What follows belongs to an exercise in optimizing a design on an open flow for a short achievable clock period and few clock cycles; a production flow would make more cautious choices. Only simulation tests tie the RTL to the original design; equivalence was not proved. Power and IR drop assume default switching activity.

==> job 2461 <==
## mipsCpu
module mipsCpu
#(
    parameter logic [31:0] resetAddress = 32'hBFC00000
) (
    input  logic        clk,
    input  logic        reset,
    output logic [31:0] instrAddr,
    input  logic [31:0] instr,
    output logic [31:0] dataAddr,
    output logic [31:0] dataWriteData,
    output logic        dataRead,
    output logic        dataWrite,
    input  logic [31:0] dataReadData
);
    logic resetQ;
    always_ff @(posedge clk) resetQ <= reset;
    logic [31:0] pcF;
    logic [31:0] pcPlus4F;
    logic [4:0]  rsF;
    logic [4:0]  rtF;
    logic        bImmF;
    logic [31:0] immF;
    logic        selArithF, selLogicF, selShiftF, selSltF, selSltuF, selLinkF;
    logic        isSubF;
    logic [1:0]  logicOpF;
    logic        shLeftF, shArithF, shVarF;
    logic        regWriteF;
    logic [4:0]  dstF;
    logic        isLoadF, isStoreF;
    logic        brEqF, brNeF, brLezF, brGtzF, brLtzF, brGezF, isJF, isJrF;
    assign rsF = instr[25:21];
    assign rtF = instr[20:16];
    mipsControl mipsControl_i (
        .instr    (instr),
        .bImm     (bImmF),
        .immVal   (immF),
        .selArith (selArithF),
        .selLogic (selLogicF),
        .selShift (selShiftF),
        .selSlt   (selSltF),
        .selSltu  (selSltuF),
        .selLink  (selLinkF),
        .isSub    (isSubF),
        .logicOp  (logicOpF),
        .shLeft   (shLeftF),
        .shArith  (shArithF),
        .shVar    (shVarF),
        .regWrite (regWriteF),
        .dst      (dstF),
        .isLoad   (isLoadF),
        .isStore  (isStoreF),
  ...
clock: 12.0 ns
lec_check: 0
abc_clock_period_in_ps: 4500
cap_margin: 20
core_margin: 2
core_utilization: 30
setup_slack_margin: 5
slew_margin: 20
run.sh (not shown) runs the stock make flow with config.mk's settings and CLKGATE_MAP_FILE= SYNTH_SCRIPT=/design/flow/synth_recipe.tcl, a recipe that flattens the netlist after the stock synthesis.
==> job 5672 (differences from job 2461) <==
==> flow/flow/run.sh (new file) <==
#!/bin/bash
set -euo pipefail
MARGIN=${MARGIN:-7.5}
bash standard.sh synth > synth.log 2>&1
bash standard.sh SETUP_SLACK_MARGIN=$MARGIN finish > layout.log 2>&1
==> flow/standard.sh (new file) <==
#!/bin/bash
# synth_recipe.tcl (not shown) runs the flow's synth.tcl, then flattens the netlist and writes it again
# the make line also repeats each setting of config.mk as NAME=value (left out here)
make -C /OpenROAD-flow-scripts/flow DESIGN_CONFIG=/design/flow/config.mk WORK_HOME=/design/flow/orfs CLKGATE_MAP_FILE= SYNTH_SCRIPT=/design/flow/synth_recipe.tcl "${@:-finish}"
removed: flow/run.sh
==> job 1553 (differences from job 2461) <==
--- a/flow/design.v
+++ b/flow/design.v
@@ -38,23 +38,21 @@
     localparam logic [1:0] LG_XOR  = 2'd2;
     localparam logic [1:0] LG_B    = 2'd3;  
 endpackage
 module mipsAlu
 (
     input  logic [31:0] a,
     input  logic [31:0] b,
     input  logic [4:0]  shamt,
-    input  logic [31:0] link,
     input  logic        selArith,
     input  logic        selLogic,
     input  logic        selShift,
     input  logic        selSlt,
     input  logic        selSltu,
-    input  logic        selLink,
     input  logic        isSub,
     input  logic [1:0]  logicOp,
     input  logic        shLeft,
     input  logic        shArith,
     input  logic        shVar,
     output logic [31:0] result
 );
     logic [31:0] sum;
@@ -83,18 +81,17 @@
         if (shLeft) shiftRes = b << amt;
         else        shiftRes = 32'(bShift >>> amt);
     end
     assign lt  = aSigned < bSigned;
     assign ltu = a < b;
     assign result = ({32{selArith}} & sum)
                   | ({32{selLogic}} & logicRes)
                   | ({32{selShift}} & shiftRes)
-                  | {31'd0, (selSlt & lt) | (selSltu & ltu)}
-                  | ({32{selLink}} & link);
+                  | {31'd0, (selSlt & lt) | (selSltu & ltu)};
 endmodule
 module mipsControl
 (
     input  logic [31:0] instr,
     output logic        bImm,       
     output logic [31:0] immVal,     
     output logic        selArith,   
     output logic        selLogic,
@@ -268,24 +265,26 @@
     end
 endmodule
 module mipsPcUnit
 #(
     parameter logic [31:0] resetAddress = 32'hBFC00000
 ) (
     input  logic        clk,
     input  logic        reset,
+    input  logic        hold,
     input  logic        taken,
     input  logic [31:0] target,
     output logic [31:0] pc,
     output logic [31:0] pcPlus4
 );
     assign pcPlus4 = pc + 32'd4;
     always_ff @(posedge clk) begin
         if (reset)      pc <= resetAddress;
+        else if (hold)  pc <= pc;
         else if (taken) pc <= target;
         else            pc <= pcPlus4;
     end
 endmodule
 module mipsCpu
 #(
     parameter logic [31:0] resetAddress = 32'hBFC00000
 ) (
@@ -297,17 +296,16 @@
     output logic [31:0] dataWriteData,
     output logic        dataRead,
     output logic        dataWrite,
     input  logic [31:0] dataReadData
 );
     logic resetQ;
     always_ff @(posedge clk) resetQ <= reset;
     logic [31:0] pcF;
-    logic [31:0] pcPlus4F;
     logic [4:0]  rsF;
     logic [4:0]  rtF;
     logic        bImmF;
     logic [31:0] immF;
     logic        selArithF, selLogicF, selShiftF, selSltF, selSltuF, selLinkF;
     logic        isSubF;
     logic [1:0]  logicOpF;
     logic        shLeftF, shArithF, shVarF;
@@ -348,75 +346,87 @@
     logic [31:0] resM;
     logic [31:0] sdM;
     logic [4:0]  dstM;
     logic        wrM;
     logic        loadM;
     logic        storeM;
     logic [31:0] resultM;
     assign resultM = loadM ? dataReadData : resM;
+    logic [31:0] resW;
+    always_ff @(posedge clk) resW <= resultM;
     logic [31:0] rfRs;
     logic [31:0] rfRt;
     mipsRegFile mipsRegFile_i (
         .clk         (clk),
         .reset       (resetQ),
         .rsAddr      (rsF),
         .rtAddr      (rtF),
         .writeAddr   (dstM),
         .writeEnable (wrM),
         .writeData   (resultM),
         .rsData      (rfRs),
         .rtData      (rfRt)
     );
-    logic [31:0] rsValF;
-    logic [31:0] rtValF;
-    assign rsValF = (wrM && dstM == rsF) ? resultM : rfRs;
-    assign rtValF = (wrM && dstM == rtF) ? resultM : rfRt;
     logic [31:0] aE, bE, sdE;
-    logic        fwdAluA, fwdLdA, fwdAluB, fwdLdB, fwdAluSd, fwdLdSd;
+    logic        fwdLdA, fwdAluA, fwdWA;
+    logic        fwdLdB, fwdAluB, fwdWB;
+    logic        fwdLdSd, fwdAluSd, fwdWSd;
     logic [4:0]  shamtE;
     logic [15:0] offE;
     logic [25:0] idxE;
-    logic        selArithE, selLogicE, selShiftE, selSltE, selSltuE, selLinkE;
+    logic        selArithE, selLogicE, selShiftE, selSltE, selSltuE;
     logic        isSubE;
     logic [1:0]  logicOpE;
     logic        shLeftE, shArithE, shVarE;
     logic        wrE;
     logic [4:0]  dstE;
     logic        loadE, storeE;
     logic        brEqE, brNeE, brLezE, brGtzE, brLtzE, brGezE, isJE, isJrE;
-    logic matchRsE, matchRtE;
+    logic matchRsE, matchRtE, matchRsM, matchRtM;
     assign matchRsE = wrE && (dstE == rsF);
     assign matchRtE = wrE && (dstE == rtF);
+    assign matchRsM = wrM && (dstM == rsF);
+    assign matchRtM = wrM && (dstM == rtF);
+    logic bRtF;
+    assign bRtF = !bImmF && !selLinkF;
+    logic stall;
+    assign stall = loadE
+                && (((brEqF || brNeF || brLezF || brGtzF || brLtzF || brGezF || isJrF) && matchRsE)
+                 || ((brEqF || brNeF) && matchRtE));
     always_ff @(posedge clk) begin
-        aE       <= rsValF;
-        bE       <= bImmF ? immF : rtValF;
-        sdE      <= rtValF;
-        fwdAluA  <= matchRsE && !loadE;
+        aE       <= rfRs;
+        if (selLinkF)   bE <= pcF + 32'd8;  
+        else if (bImmF) bE <= immF;
+        else            bE <= rfRt;
+        sdE      <= rfRt;
         fwdLdA   <= matchRsE && loadE;
-        fwdAluB  <= matchRtE && !loadE && !bImmF;
-        fwdLdB   <= matchRtE && loadE && !bImmF;
-        fwdAluSd <= matchRtE && !loadE;
+        fwdAluA  <= matchRsE && !loadE;
+        fwdWA    <= matchRsM && !matchRsE;
+        fwdLdB   <= bRtF && matchRtE && loadE;
+        fwdAluB  <= bRtF && matchRtE && !loadE;
+        fwdWB    <= bRtF && matchRtM && !matchRtE;
         fwdLdSd  <= matchRtE && loadE;
+        fwdAluSd <= matchRtE && !loadE;
+        fwdWSd   <= matchRtM && !matchRtE;
         shamtE   <= instr[10:6];
         offE     <= instr[15:0];
         idxE     <= instr[25:0];
         selArithE <= selArithF;
-        selLogicE <= selLogicF;
+        selLogicE <= selLogicF || selLinkF;
         selShiftE <= selShiftF;
         selSltE   <= selSltF;
         selSltuE  <= selSltuF;
-        selLinkE  <= selLinkF;
         isSubE    <= isSubF;
-        logicOpE  <= logicOpF;
+        logicOpE  <= selLinkF ? mipsPkg::LG_B : logicOpF;
         shLeftE   <= shLeftF;
         shArithE  <= shArithF;
         shVarE    <= shVarF;
         dstE      <= dstF;
-        if (resetQ) begin
+        if (resetQ || stall) begin
             wrE    <= 1'b0;
             loadE  <= 1'b0;
             storeE <= 1'b0;
             brEqE  <= 1'b0;
             brNeE  <= 1'b0;
             brLezE <= 1'b0;
             brGtzE <= 1'b0;
             brLtzE <= 1'b0;
@@ -432,74 +442,77 @@
             brLezE <= brLezF;
             brGtzE <= brGtzF;
             brLtzE <= brLtzF;
             brGezE <= brGezF;
             isJE   <= isJF;
             isJrE  <= isJrF;
         end
     end
+    logic [31:0] aReg, bReg, sdReg;
     logic [31:0] a, b, sd;
-    assign a  = fwdLdA  ? dataReadData : (fwdAluA  ? resM : aE);
-    assign b  = fwdLdB  ? dataReadData : (fwdAluB  ? resM : bE);
-    assign sd = fwdLdSd ? dataReadData : (fwdAluSd ? resM : sdE);
+    assign aReg  = fwdAluA  ? resM : (fwdWA  ? resW : aE);
+    assign bReg  = fwdAluB  ? resM : (fwdWB  ? resW : bE);
+    assign sdReg = fwdAluSd ? resM : (fwdWSd ? resW : sdE);
+    assign a  = fwdLdA  ? dataReadData : aReg;
+    assign b  = fwdLdB  ? dataReadData : bReg;
+    assign sd = fwdLdSd ? dataReadData : sdReg;
     logic [31:0] resE;
     mipsAlu mipsAlu_i (
         .a        (a),
         .b        (b),
         .shamt    (shamtE),
-        .link     (pcPlus4F),
         .selArith (selArithE),
         .selLogic (selLogicE),
         .selShift (selShiftE),
         .selSlt   (selSltE),
         .selSltu  (selSltuE),
-        .selLink  (selLinkE),
         .isSub    (isSubE),
         .logicOp  (logicOpE),
         .shLeft   (shLeftE),
         .shArith  (shArithE),
         .shVar    (shVarE),
         .result   (resE)
     );
     logic        eq, aZero, taken;
     logic [31:0] target;
-    assign eq    = (a == b);
-    assign aZero = (a == 32'd0);
+    assign eq    = (aReg == bReg);
+    assign aZero = (aReg == 32'd0);
     assign taken = isJE || isJrE
                 || (brEqE && eq) || (brNeE && !eq)
-                || (brLezE && (a[31] || aZero)) || (brGtzE && !a[31] && !aZero)
-                || (brLtzE && a[31]) || (brGezE && !a[31]);
+                || (brLezE && (aReg[31] || aZero)) || (brGtzE && !aReg[31] && !aZero)
+                || (brLtzE && aReg[31]) || (brGezE && !aReg[31]);
     always_comb begin
-        if (isJrE)     target = a;
+        if (isJrE)     target = aReg;
         else if (isJE) target = {pcF[31:28], idxE, 2'b00};
         else           target = pcF + {{14{offE[15]}}, offE, 2'b00};
     end
+    logic [31:0] pcPlus4F;
     mipsPcUnit #(
         .resetAddress (resetAddress)
     ) mipsPcUnit_i (
         .clk     (clk),
         .reset   (resetQ),
+        .hold    (stall),
         .taken   (taken),
         .target  (target),
         .pc      (pcF),
         .pcPlus4 (pcPlus4F)
     );
     always_ff @(posedge clk) begin
         resM <= resE;
         sdM  <= sd;
         dstM <= dstE;
         if (resetQ) begin
             wrM    <= 1'b0;
             loadM  <= 1'b0;
-            storeM <= 1'b0;
         end else begin
             wrM    <= wrE;
             loadM  <= loadE;
-            storeM <= storeE;
         end
+        storeM <= storeE && !resetQ && !reset;
     end
     assign instrAddr     = pcF;
     assign dataAddr      = resM;
     assign dataWriteData = sdM;
     assign dataRead      = loadM;
-    assign dataWrite     = storeM && !reset && !resetQ;
+    assign dataWrite     = storeM && !reset;
 endmodule
==> flow/flow/run.sh (new file) <==
#!/bin/bash
set -euo pipefail
MARGIN=${MARGIN:-7.5}
bash standard.sh synth > synth.log 2>&1
bash standard.sh SETUP_SLACK_MARGIN=$MARGIN finish > layout.log 2>&1
==> flow/standard.sh (new file) <==
#!/bin/bash
# synth_recipe.tcl (not shown) runs the flow's synth.tcl, then flattens the netlist and writes it again
# the make line also repeats each setting of config.mk as NAME=value (left out here)
make -C /OpenROAD-flow-scripts/flow DESIGN_CONFIG=/design/flow/config.mk WORK_HOME=/design/flow/orfs CLKGATE_MAP_FILE= SYNTH_SCRIPT=/design/flow/synth_recipe.tcl "${@:-finish}"
- CORE_UTILIZATION: 30 -> 45
removed: flow/run.sh
==> notes.md <==
Multi-input combinational area share: 52.60%
Global-route usage over all layers: 43.42%
Insertion delay to the later sink of the worst-skew pair: 0.83 ns
Run status: timing/DRC/antenna clean
Sum of net half-perimeters after detailed placement: 248200 microns
TritonRoute pass-1 iters: 15
Number of register bits inferred by synthesis: 1287
Commonest cells after routing, fill and taps aside: nor2_1, dfxtp_1, a211oi_1
Number of well taps: 2072
Number of vias in the routed layout: 77837
Overall power: 11.66 mW
Switching pwr: 3.660 mW
-- figures above: job 1553

==> notes.md <==
Run status: timing/DRC/antenna clean
Sum of net half-perimeters after detailed placement: 259100 microns
Overall power: 11.59 mW
Number of vias in the routed layout: 75712
Peak ir drop on the vdd network: 0.1327 mV
Switching pwr: 3.684 mW
Number of multi-input combinational cells in the layout: 6388
Critical path start-end classification: in -> out
Number of well taps: 3043
Setup repair after global routing missed its margin: yes
Number of register bits inferred by synthesis: 1253
Global-route usage over all layers: 29.96%
Multi-input combinational area share: 51.83%
-- figures above: job 5672

==> notes.md <==
Number of register bits inferred by synthesis: 1253
Number of well taps: 3043
Insertion delay to the later sink of the worst-skew pair: 0.82 ns
Run status: timing/DRC/antenna clean
Sum of net half-perimeters after detailed placement: 252000 microns
Switching pwr: 3.416 mW
Overall power: 10.95 mW
TritonRoute pass-1 iters: 7
Number of vias in the routed layout: 72918
Global-route usage over all layers: 28.28%
Commonest cells after routing, fill and taps aside: nor2_1, dfxtp_1, a211oi_1
Sum of overflow across all layers after global routing: 0
Switching share of power: 31.19%
CP Data Required Time: 12.71 ns
-- figures above: job 2461

Testbench counts of job 2461, summed over its fixed seeds: cycles 58,741.
Testbench counts of job 5672, summed over its fixed seeds: cycles 58,741.
Testbench counts of job 1553, summed over its fixed seeds: cycles 58,762.

[port drivers added, routing unchanged]
How much do the figures lean on ideal ports? The routed layouts below were timed once more, with nothing changed but the port constraints. Step 1, drivers: a clkbuf_16 drives clk and a buf_2 each remaining input, both assumed. Step 2 times the ports against the registers' clock, not the clock port: input delays grow and output delays shrink by t, the midpoint of the rising clock arrivals with the driver on. Slacks: no drivers / after step 1 / after step 2; pairs: no drivers / after step 1.
| run | t, ns | setup WS [ns] | worst hold slack (ns) | worst setup path at the end | worst register clock-pin slew, ns |
|---|---|---|---|---|---|
| job 2461 | 0.879 | 5.376 / 5.408 / 4.529 | 0.401 / 0.401 / 0.401 | input to register | 0.07 / 0.07 |
| job 5672 | 0.887 | 6.797 / 6.756 / 6.157 | 0.391 / 0.391 / 0.391 | input to register | 0.07 / 0.07 |
| job 1553 | 0.883 | 6.895 / 6.857 / 6.146 | 0.406 / 0.406 / 0.406 | input to register | 0.07 / 0.07 |
After both steps setup and hold are still met in every run listed. The setup slack of job 2461, which loses most, moves by +0.032 ns with the drivers and by -0.847 ns with both steps.
